This is an optimization exercise on Yosys and OpenROAD, whose aim is small area, a short achievable clock period and few clock cycles per item, not a production implementation.
Function was not checked in any run shown here: the RTL went through the layout flow alone.
Power is estimated from default activity; no workload was simulated.

## flow/design.v (module list and top-level ports; edited modules follow where they fit)
// module ptpd_axis: 130 lines
// module ptpd_ctrl: 101 lines
// module ptpd_pd_term: 677 lines
// module ptpd_conv1: 312 lines
// module ptpd_conv2: 143 lines
// module pan_tilt_pd_tracker: 122 lines
module pan_tilt_pd_tracker (
	input  logic                                    clk,
	input  logic                                    arst_n,
	input  logic                                    cfg_we,
	input  logic [ptpd_pkg::CFG_IDX_BITS-1:0]       cfg_index,
	input  logic [ptpd_pkg::CFG_DATA_BITS-1:0]      cfg_data,
	input  logic                                    in_valid,
	output logic                                    in_ready,
	input  logic signed [ptpd_pkg::ERROR_BITS-1:0]  pan_pixel_error,
	input  logic signed [ptpd_pkg::ERROR_BITS-1:0]  tilt_pixel_error,
	input  logic                                    target_seen,
	input  logic [ptpd_pkg::AGE_BITS-1:0]           link_age_ms,
	input  logic                                    stop_press,
	output logic                                    out_valid,
	input  logic                                    out_ready,
	output logic [ptpd_pkg::PULSE_BITS-1:0]         pan_pulse_us,
	output logic [ptpd_pkg::PULSE_BITS-1:0]         tilt_pulse_us,
	output logic                                    tracking_active,
	output logic                                    drive_enabled
);
  // ...
==> flow/run.sh <==
#!/bin/bash
# synth_recipe.tcl (not shown) runs the flow's synth.tcl, then flattens the netlist and writes it again
# the make line also repeats each setting of config.mk as NAME=value (left out here)
make -C /OpenROAD-flow-scripts/flow DESIGN_CONFIG=/design/flow/config.mk WORK_HOME=/design/flow/orfs CLKGATE_MAP_FILE= SYNTH_SCRIPT=/design/flow/synth_recipe.tcl finish
==> flow/config.mk <==
export PLATFORM = sky130hd
export DESIGN_NAME = pan_tilt_pd_tracker
export DESIGN_NICKNAME = pan_tilt_pd_tracker
export VERILOG_FILES = /design/flow/design.v
export SDC_FILE = /design/flow/constraint.sdc
export NUM_CORES = 4
export LEC_CHECK = 0
export CAP_MARGIN = 20
export CORE_MARGIN = 2
export CORE_UTILIZATION = 40
export SLEW_MARGIN = 20
==> flow/constraint.sdc <==
create_clock -name core_clock -period 11.0 [get_ports {clk}]
set_input_delay 2.2000 -clock core_clock [delete_from_list [all_inputs] [get_ports {clk}]]
set_output_delay 2.2000 -clock core_clock [all_outputs]
set_load 0.01 [all_outputs]
==> flow_metrics.tcl, run 1 <==
set metrics [dict create \
    clock_cell_area_share_pct 3.095 \
    nFlopsAndLatches 413 \
    worstMarginPinSlew_ps 1103 \
    setup.worst_path.start_class "primary input" \
    grt_max_degree 68 \
    grt.total_usage_pct 19.71 \
    synth_common_cells "inv_1, fa_1, ha_1" \
    outcome "finished clean" \
    p_total_mw 10.92 \
    drtIter0Drc 2592 \
    final_nets 6383 \
    multi_input_area_share_pct 63.22 \
    rows 131 \
    setup_viol 0 \
    power.internal_mw 6.058 \
    portBuffers 93 \
    synth_top_family_by_area "adder cells" \
    start_util_pct 40.28 \
    grt_pass1_vias 36610 \
    timing.rr.end "u_tilt.y1_q[4]$_DFFE_PN_" \
    combPwrFrac_pct 59.2 \
    top_power_group "combinational logic" \
    dp_slack_ps 3729 \
    synth_xor_area_share_pct 9.038 \
    rrSetupSlack_ps 5270 \
    hp-class "reg2reg" \
    cp.arrival_ps 7350 \
]
==> run 2: changes to the inputs <==
--- a/flow/config.mk
+++ b/flow/config.mk
@@ -7,5 +7,6 @@
 export LEC_CHECK = 0
 export CAP_MARGIN = 20
 export CORE_MARGIN = 2
-export CORE_UTILIZATION = 40
+export CORE_UTILIZATION = 60
+export SETUP_SLACK_MARGIN = 5
 export SLEW_MARGIN = 20
==> flow_metrics.tcl, run 2 <==
set metrics [dict create \
    drtIter0Drc 2661 \
    synth-seq-cells 413 \
    vias 36020 \
    pwr-share-seq_pct 24.8 \
    yosysMostFrequentCell "inv_1" \
    cp.arrival_ps 6290 \
    power.internal_mw 6.127 \
    numCtsBuffers 50 \
    grt_pass1_vias 35850 \
    vias_per_cell 5.669 \
    placed_cells 6256 \
    portBuffers 93 \
    min_delay_path_depth 0 \
    start_util_pct 60.42 \
    skew_ps 33.49 \
    dieWidth_um 296.6 \
    cts_buffer_depth 3 \
    multi_input_area_sq_um 35300 \
    finalHoldViolations 0 \
    final_nets 6384 \
    p_leak_nw 25.37 \
    grt.total_usage_pct 29.41 \
    path_clk_slew_ps 60 \
    fillers 7118 \
    cts.sinks 413 \
    synth_area_sq_um 51360 \
    rows 107 \
    clockPowerShare_pct 15.5 \
    synth_ff_type "edfxtp_1" \
    cts-root-buf "clkbuf_16" \
    worstMarginPinSlew_ps 1090 \
    dieHeight_um 296.6 \
    fin_tns_setup_ps 0 \
    max_freq_ghz 0.1715 \
    regArea_sq_um 11320 \
    reg_top3 "u_ctrl.out_q (26), u_ctrl.sk_q (26)" \
    final_common_cell "inv_1" \
    cts-htree-levels 2 \
    relSlewSlack_pct 27.24 \
    cts_tree "done" \
    r2r_cells 12 \
    synth_cell_type_count 86 \
    synth_edf_count 210 \
    crit_fanout 7 \
    hp-class "reg2reg" \
    fp.dieArea_sq_um 87960 \
    synth_common_cells "inv_1, fa_1, ha_1" \
    core_sq_um 85010 \
    synth_area_leaders "fa_1, ha_1, edfxtp_1, inv_1, xnor2_1" \
    cp-end-kind "flop" \
    ant_nets 0 \
    yosysSeqAreaShare_pct 22.03 \
    setup_viol 0 \
    dp_hpwl_um 100300 \
    synth_top_cell_area_share_pct 24.32 \
    outcome "finished clean" \
    syn_nets 6415 \
    cp.required_ps 11460 \
    syn-instance-count 5200 \
    clock_latency_ps 620 \
    combPwrFrac_pct 59.7 \
    drv_slew 0 \
    fin_crit_ps 5831 \
    critPathKind "in2reg" \
    drc_errors 0 \
    final_cell_mix "inv_1, fa_1, ha_1" \
    setup.worst_path.start_class "primary input" \
    fin_crit_sh_pct 53.01 \
    syn_to_final_growth_pct 7.440 \
    irDropWorstVdd_uv 231.9 \
    power.switching_mw 4.948 \
    routed_wl_um 126400 \
    hold_ws_ps 417.8 \
    synth_top_area_cell "fa_1" \
    stdcell_count 6355 \
    synth.avg_cell_area_sq_um 9.877 \
    drt-wirelength-per-cell_um 19.90 \
    netSwitchingFraction_pct 44.68 \
    grt_max_degree 71 \
    gp_congestion 0.9190 \
    cap_violations 0 \
    power_density_nw_per_um2 200.7 \
    ios 94 \
    dr.pass1.iters 6 \
    grt_pass1_wl_um 201100 \
    rsz0062_at_grt "yes" \
    synth_warnings 3 \
    async_reset_ff_share_pct 42.86 \
    grt-ovfl-total 0 \
    drive_gt1_share_pct 6.718 \
    antenna_found_initial 1 \
]
run 2: cell counts after synthesis:
No cell type changed its count.
run 2: per-layer routing:
metal	routed length (um)	part of all wire [%]	global-route usage, %
met5	0	0	0
met4	2934	2.3	7.083
met3	9466	7.5	5.574
met2	55470	44	45.08
met1	58570	46	43.26
run 2: stage by stage:
step	area, sq um	worst slack, ps	power, mW	utilization (%)
after floorplan	51460	4911	7.236	-
after global placement	53340	4169	9.047	62.74
final	55180	5169	11.07	64.91
after CTS	55100	5025	11.06	64.81
after detailed placement	53340	4114	9.267	62.74
after global routing	55180	4991	12.26	64.91
run 2: logic make-up after synthesis:
group / count (synthesis) / synth area share, %
AOI/OAI and AO/OA: 1021 / 13.70
xor gates and xnor gates: 530 / 9.038
adders and majority gates: 1149 / 37.11
buffers and inverters: 1299 / 9.537
DFF: 413 / 22.03
muxes: 104 / 2.210
and+or+nand+nor: 684 / 6.375
run 2: power by group through the flow:
stage               clock [mW]  sequential [mW]  combinational (mW)
floorplan                    0             2.39                4.85
global placement             0             2.76                6.29
detailed placement           0             2.75                6.51
CTS                       1.76             2.72                6.57
global route              1.82             2.75                7.70
finish                    1.72             2.74                6.61
run 2: final cells by class:
class / count / share of cell area, %
antenna: 1 / 0.004535
sequential: 413 / 20.51
inverter: 1062 / 7.233
clock buffer: 60 / 2.428
multi-input combinational: 3488 / 63.97
clock inverter: 33 / 0.6666
timing repair buffer: 154 / 2.596
tap: 1144 / 2.594
run 2: timing repair:
| item | CTS | global route |
|---|---|---|
| endpoints found under the setup margin | 6 | 8 |
| pin swaps | 0 | 8 |
| buffers inserted | 0 | 3 |
| gates resized for setup | 4 | 8 |
| gates cloned | 1 | 0 |
| hold buffers | 0 | 0 |
run 2: path summary, 6_finish.rpt:
check | to | slack (ps) | startpoint
min reg2reg | u_ctrl.hlt3_q$_DFFE_PN_ | 420 | u_ctrl.hlt2_q$_DFFE_PN_
min in group asynchronous | u_tilt.prev_q[0]$_DFFE_PN0P_ | 1520 | arst_n
min | u_ctrl.hlt3_q$_DFFE_PN_ | 420 | u_ctrl.hlt2_q$_DFFE_PN_
max reg2reg | u_pan.y1_q[12]$_DFFE_PN_ | 5260 | u_pan.e0_q[7]$_DFFE_PP_
max | gain_pd_pan_q[16]$_DFFE_PN0P_ | 5170 | cfg_index[1]
max in group asynchronous | u_tilt.angle_q[15]$_DFFE_PN0P_ | 7360 | arst_n
run 2: critical path: stages:
cell and delay [ps]:
buf_2 130, buf_12 140, buf_4 170, buf_4 190, mux2i_1 240, ha_1 320, nand3_1 110, o21bai_1 120
nor4_2 360, nor2_1 140, xnor2_1 160, mux2i_1 100, ha_1 350, a21o_1 170, a21o_1 200, a21oi_4 220
a2bb2oi_2 150, o31ai_1 110, o31ai_1 290, a21oi_1 130, xnor2_1 170, o21ai_0 90

[static timing again, ports no longer ideal]
The results above use ideal ports. As a check the final layouts listed here were re-extracted and re-timed, cells and wires unchanged.
Step 1, drivers: a clkbuf_16 drives clk and a buf_2 each remaining input, both assumed.
Step 2 also shifts input and output timing later by t, the mid clock arrival at the registers, as if the neighbouring blocks saw the same clock.
Slacks: ideal / step 1 / step 2; pairs: ideal / step 1.
run	shift t [ns]	setup WS [ns]	slew at the worst register clock pin (ns)	pins driven straight from the clock port
run 1	0.702	4.233 / 4.275 / 3.573	0.07 / 0.07	1
run 2	0.671	5.169 / 5.217 / 4.546	0.08 / 0.08	1
After both steps setup and hold are still met in every run listed. The setup slack of run 1, which loses most, moves by +0.042 ns with the drivers and by -0.660 ns with both steps.
